What follows belongs to an exercise in optimizing a design on an open flow for small area; a production flow would make more cautious choices.
The RTL was checked by simulation tests, not by an equivalence proof against the original design.
Power and IR drop assume default switching activity.

==> job 9640 <==
==> flow/design.v <==
`default_nettype none
module register_file_ab #(
    parameter int DATA_W   = 32,
    parameter int NUM_REGS = 32
) (
    input  logic              Clk,
    input  logic              Reset,
    input  logic [4:0]        Register_A_Sel,
    input  logic [4:0]        Register_B_Sel,
    input  logic [4:0]        Write_Sel,
    input  logic [DATA_W-1:0] Write_Data,
    input  logic              RF_Load,
    input  logic              RF_Double,
    output logic [DATA_W-1:0] Port_A,
    output logic [DATA_W-1:0] Port_B,
    output logic              RF_Busy,
    output logic              RF_Misaligned
);
    localparam int         c_ADDR_W    = 5;
    localparam logic [0:0] c_ST_IDLE   = 1'b0;
    localparam logic [0:0] c_ST_SECOND = 1'b1;
    logic [0:0]          r_state;
    logic [0:0]          w_state_next;
    logic [c_ADDR_W-1:0] r_second_addr;    
    logic                r_misaligned;
    logic [DATA_W-1:0]   r_regs [1:NUM_REGS-1];
    logic                w_we;
    logic [c_ADDR_W-1:0] w_waddr;
    logic                w_dbl_accept;
    always_ff @(posedge Clk) begin
        if (Reset) begin
            r_state <= c_ST_IDLE;
        end else begin
            r_state <= w_state_next;
        end
    end
    always_comb begin
        w_state_next = r_state;
        case (r_state)
            c_ST_IDLE:   if (RF_Load && RF_Double) w_state_next = c_ST_SECOND;
            c_ST_SECOND: w_state_next = c_ST_IDLE;
            default:     w_state_next = c_ST_IDLE;
        endcase
    end
    always_comb begin
        w_we         = 1'b0;
        w_waddr      = '0;
        w_dbl_accept = 1'b0;
        RF_Busy      = 1'b0;
        case (r_state)
            c_ST_IDLE: begin
                w_we         = RF_Load;
                w_dbl_accept = RF_Load & RF_Double;
                w_waddr      = RF_Double ? {Write_Sel[4:1], 1'b0} : Write_Sel;
            end
            c_ST_SECOND: begin
                RF_Busy = 1'b1;
                w_we    = 1'b1;
                w_waddr = r_second_addr;
            end
            default: ;
        endcase
        if (Reset) begin
            w_we = 1'b0;
        end
    end
    always_ff @(posedge Clk) begin
        if (Reset) begin
            r_second_addr <= '0;
            r_misaligned  <= 1'b0;
        end else if (w_dbl_accept) begin
            r_second_addr <= {Write_Sel[4:1], 1'b1};
            r_misaligned  <= Write_Sel[0];
        end
    end
    assign RF_Misaligned = r_misaligned;
    always_ff @(posedge Clk) begin
        if (Reset) begin
            for (int i = 1; i < NUM_REGS; i++) begin
                r_regs[i] <= '0;
            end
        end else if (w_we && (w_waddr != '0)) begin
            r_regs[w_waddr] <= Write_Data;
        end
    end
    always_comb begin
        Port_A = '0;
        if (Register_A_Sel != '0) begin
            if (w_we && (w_waddr == Register_A_Sel)) begin
                Port_A = Write_Data;
            end else begin
                Port_A = r_regs[Register_A_Sel];
            end
        end
    end
    always_comb begin
        Port_B = '0;
        if (Register_B_Sel != '0) begin
            if (w_we && (w_waddr == Register_B_Sel)) begin
                Port_B = Write_Data;
            end else begin
                Port_B = r_regs[Register_B_Sel];
            end
        end
    end
endmodule
`default_nettype wire
==> flow/run.sh <==
#!/bin/bash
# synth_recipe.tcl (not shown) runs the flow's synth.tcl, then flattens the netlist and writes it again
# the make line also repeats each setting of config.mk as NAME=value (left out here)
make -C /OpenROAD-flow-scripts/flow DESIGN_CONFIG=/design/flow/config.mk WORK_HOME=/design/flow/orfs CLKGATE_MAP_FILE= SYNTH_SCRIPT=/design/flow/synth_recipe.tcl finish
==> flow/config.mk <==
export PLATFORM = sky130hd
export DESIGN_NAME = register_file_ab
export DESIGN_NICKNAME = register_file_ab
export VERILOG_FILES = /design/flow/design.v
export SDC_FILE = /design/flow/constraint.sdc
export NUM_CORES = 4
export LEC_CHECK = 0
export CAP_MARGIN = 20
export CORE_MARGIN = 2
export CORE_UTILIZATION = 40
export SLEW_MARGIN = 20
==> flow/constraint.sdc <==
create_clock -name core_clock -period 7.0 [get_ports {Clk}]
set_input_delay 1.4000 -clock core_clock [delete_from_list [all_inputs] [get_ports {Clk}]]
set_output_delay 1.4000 -clock core_clock [all_outputs]
set_load 0.01 [all_outputs]
==> job 6832: changes against job 9640 <==
==> flow/design.v (replaced) <==
`default_nettype none
module register_file_ab #(
    parameter int DATA_W   = 32,
    parameter int NUM_REGS = 32
) (
    input  logic              Clk,
    input  logic              Reset,
    input  logic [4:0]        Register_A_Sel,
    input  logic [4:0]        Register_B_Sel,
    input  logic [4:0]        Write_Sel,
    input  logic [DATA_W-1:0] Write_Data,
    input  logic              RF_Load,
    input  logic              RF_Double,
    output logic [DATA_W-1:0] Port_A,
    output logic [DATA_W-1:0] Port_B,
    output logic              RF_Busy,
    output logic              RF_Misaligned
);
    logic                r_busy;           
    logic [3:0]          r_pair;           
    logic                r_misaligned;
    logic                w_we;             
    logic [4:0]          w_waddr;          
    logic [DATA_W-1:0]   w_wdata;          
    logic [DATA_W-1:0]   r_regs [1:NUM_REGS-1];
    logic [DATA_W-1:0]   w_next [1:NUM_REGS-1];
    always_ff @(posedge Clk) begin
        if (Reset) begin
            r_busy       <= 1'b0;
            r_pair       <= '0;
            r_misaligned <= 1'b0;
        end else begin
            r_busy <= ~r_busy & RF_Load & RF_Double;
            if (~r_busy & RF_Load & RF_Double) begin
                r_pair       <= Write_Sel[4:1];
                r_misaligned <= Write_Sel[0];
            end
        end
    end
    assign RF_Busy       = r_busy;
    assign RF_Misaligned = r_misaligned;
    assign w_we    = ~Reset & (r_busy | RF_Load);
    assign w_waddr = r_busy    ? {r_pair, 1'b1} :
                     RF_Double ? {Write_Sel[4:1], 1'b0} : Write_Sel;
    assign w_wdata = Reset ? '0 : Write_Data;
    logic [7:0] w_lh_n;                    
    logic [3:0] w_ll_n;                    
    for (genvar k = 0; k < 8; k++) begin : g_wpre_h
        assign w_lh_n[k] = ~(Reset | (w_we & (w_waddr[4:2] == 3'(k))));
    end
    for (genvar j = 0; j < 4; j++) begin : g_wpre_l
        assign w_ll_n[j] = ~(Reset | (w_waddr[1:0] == 2'(j)));
    end
    logic w_fwd_a, w_fwd_b;
    assign w_fwd_a = w_we & (w_waddr == Register_A_Sel) & (Register_A_Sel != 5'd0);
    assign w_fwd_b = w_we & (w_waddr == Register_B_Sel) & (Register_B_Sel != 5'd0);
    logic [7:0] w_ah_n, w_bh_n;
    logic [3:0] w_al_n, w_bl_n;
    for (genvar k = 0; k < 8; k++) begin : g_rpre_h
        assign w_ah_n[k] = ~((Register_A_Sel[4:2] == 3'(k)) & ~w_fwd_a);
        assign w_bh_n[k] = ~((Register_B_Sel[4:2] == 3'(k)) & ~w_fwd_b);
    end
    for (genvar j = 0; j < 4; j++) begin : g_rpre_l
        assign w_al_n[j] = ~(Register_A_Sel[1:0] == 2'(j));
        assign w_bl_n[j] = ~(Register_B_Sel[1:0] == 2'(j));
    end
    logic [NUM_REGS-1:0] w_sel_a, w_sel_b;    
    logic [DATA_W-1:0]   w_col   [0:NUM_REGS-1];
    for (genvar i = 1; i < NUM_REGS; i++) begin : g_reg
        logic w_load, w_hold;
        rf_nor2 u_load (.a(w_lh_n[i/4]), .b(w_ll_n[i%4]), .y(w_load));
        rf_inv  u_hold (.a(w_load), .y(w_hold));
        rf_nor2 u_sa   (.a(w_ah_n[i/4]), .b(w_al_n[i%4]), .y(w_sel_a[i]));
        rf_nor2 u_sb   (.a(w_bh_n[i/4]), .b(w_bl_n[i%4]), .y(w_sel_b[i]));
        for (genvar b = 0; b < DATA_W; b++) begin : g_bit
            rf_hold u_nx (.l(w_load), .h(w_hold), .d(w_wdata[b]),
                          .q(r_regs[i][b]), .y(w_next[i][b]));
        end
        always_ff @(posedge Clk) begin
            r_regs[i] <= w_next[i];
        end
        assign w_col[i] = r_regs[i];
    end
    assign w_col[0]   = Write_Data;
    assign w_sel_a[0] = w_fwd_a;
    assign w_sel_b[0] = w_fwd_b;
    for (genvar b = 0; b < DATA_W; b++) begin : g_rbit
        logic [NUM_REGS-1:0] w_d;
        for (genvar i = 0; i < NUM_REGS; i++) begin : g_d
            assign w_d[i] = w_col[i][b];
        end
        rf_read_bit u_a (.s(w_sel_a), .d(w_d), .y(Port_A[b]));
        rf_read_bit u_b (.s(w_sel_b), .d(w_d), .y(Port_B[b]));
    end
endmodule
module rf_read_bit (
    input  wire [31:0] s,
    input  wire [31:0] d,
    output wire        y
);
    wire [11:0] n;
    for (genvar k = 0; k < 10; k++) begin : g_aoi
        rf_aoi222 u (.s(s[3*k +: 3]), .d(d[3*k +: 3]), .y(n[k]));
    end
    rf_nand2 u_n30 (.a(s[30]), .b(d[30]), .y(n[10]));
    rf_nand2 u_n31 (.a(s[31]), .b(d[31]), .y(n[11]));
    assign y = ~&n;
endmodule
module rf_aoi222 (
    input  wire [2:0] s,
    input  wire [2:0] d,
    output wire       y
);
    assign y = ~|(s & d);
endmodule
module rf_nand2 (
    input  wire a,
    input  wire b,
    output wire y
);
    assign y = ~(a & b);
endmodule
module rf_nor2 (
    input  wire a,
    input  wire b,
    output wire y
);
    assign y = ~(a | b);
endmodule
module rf_inv (
    input  wire a,
    output wire y
);
    assign y = ~a;
endmodule
module rf_hold (
    input  wire l,
    input  wire h,
    input  wire d,
    input  wire q,
    output wire y
);
    assign y = (l & d) | (h & q);
endmodule
`default_nettype wire
- SYNTH_HIERARCHICAL: not set -> 1
==> notes.md <==
f_max=roughly 150 MHz; Psw=around 3.8 mW; max FFs per register=between 1000 and 1500; #MultiIn Comb=about 2500; RSZ-0062 raised after global routing=false; status=timing/DRC/antenna clean; clock sinks=1031; Area contributors post-synth=edfxtp_1 (55%), mux4_2 (15%), and2_1 (11%); total negative setup slack=0 ps; Max stage delay on crit path=740 ps
(the above is from job 9640)
==> notes.md <==
status=failed layout checks; layout violations=negative setup slack; Final setup viols=3; total negative setup slack=-5.39 ps; #MultiIn Comb=2245; f_max=143 MHz; worst setup margin=-2.67 ps; max FFs per register=992; Psw=4.21 mW
(the above is from job 6832)

[separate check: timing with driven ports]
The results above use ideal ports. As a check the final layouts listed here were re-extracted and re-timed, cells and wires unchanged. Step 1: set_driving_cell puts a clkbuf_16 on Clk and a buf_2 on each other input, an assumption about the parent block. Step 2 adds t to the input delays and takes it off the output delays; t is the mean of the earliest and latest rising clock arrival at the registers after step 1. Input paths then give back, and output paths get back, about the clock's delay inside the block. Three values: no drivers, after step 1, after step 2; two values: the first two.
| run | t, ns | setup slack, ns | worst hold slack (ns) | worst setup path after step 2 | slew at the worst register clock pin (ns) |
|---|---|---|---|---|---|
| job 9640 | 0.796 | 0.548 / 0.412 / 0.412 | 0.489 / 0.489 / 0.489 | input to output | 0.07 / 0.07 |
| job 6832 | 0.752 | -0.003 / -0.033 / -0.033 | 0.493 / 0.493 / 0.493 | input to output | 0.07 / 0.07 |
For job 9640, which loses most, drivers alone change the setup slack by -0.136 ns; drivers and shift together by -0.136 ns.
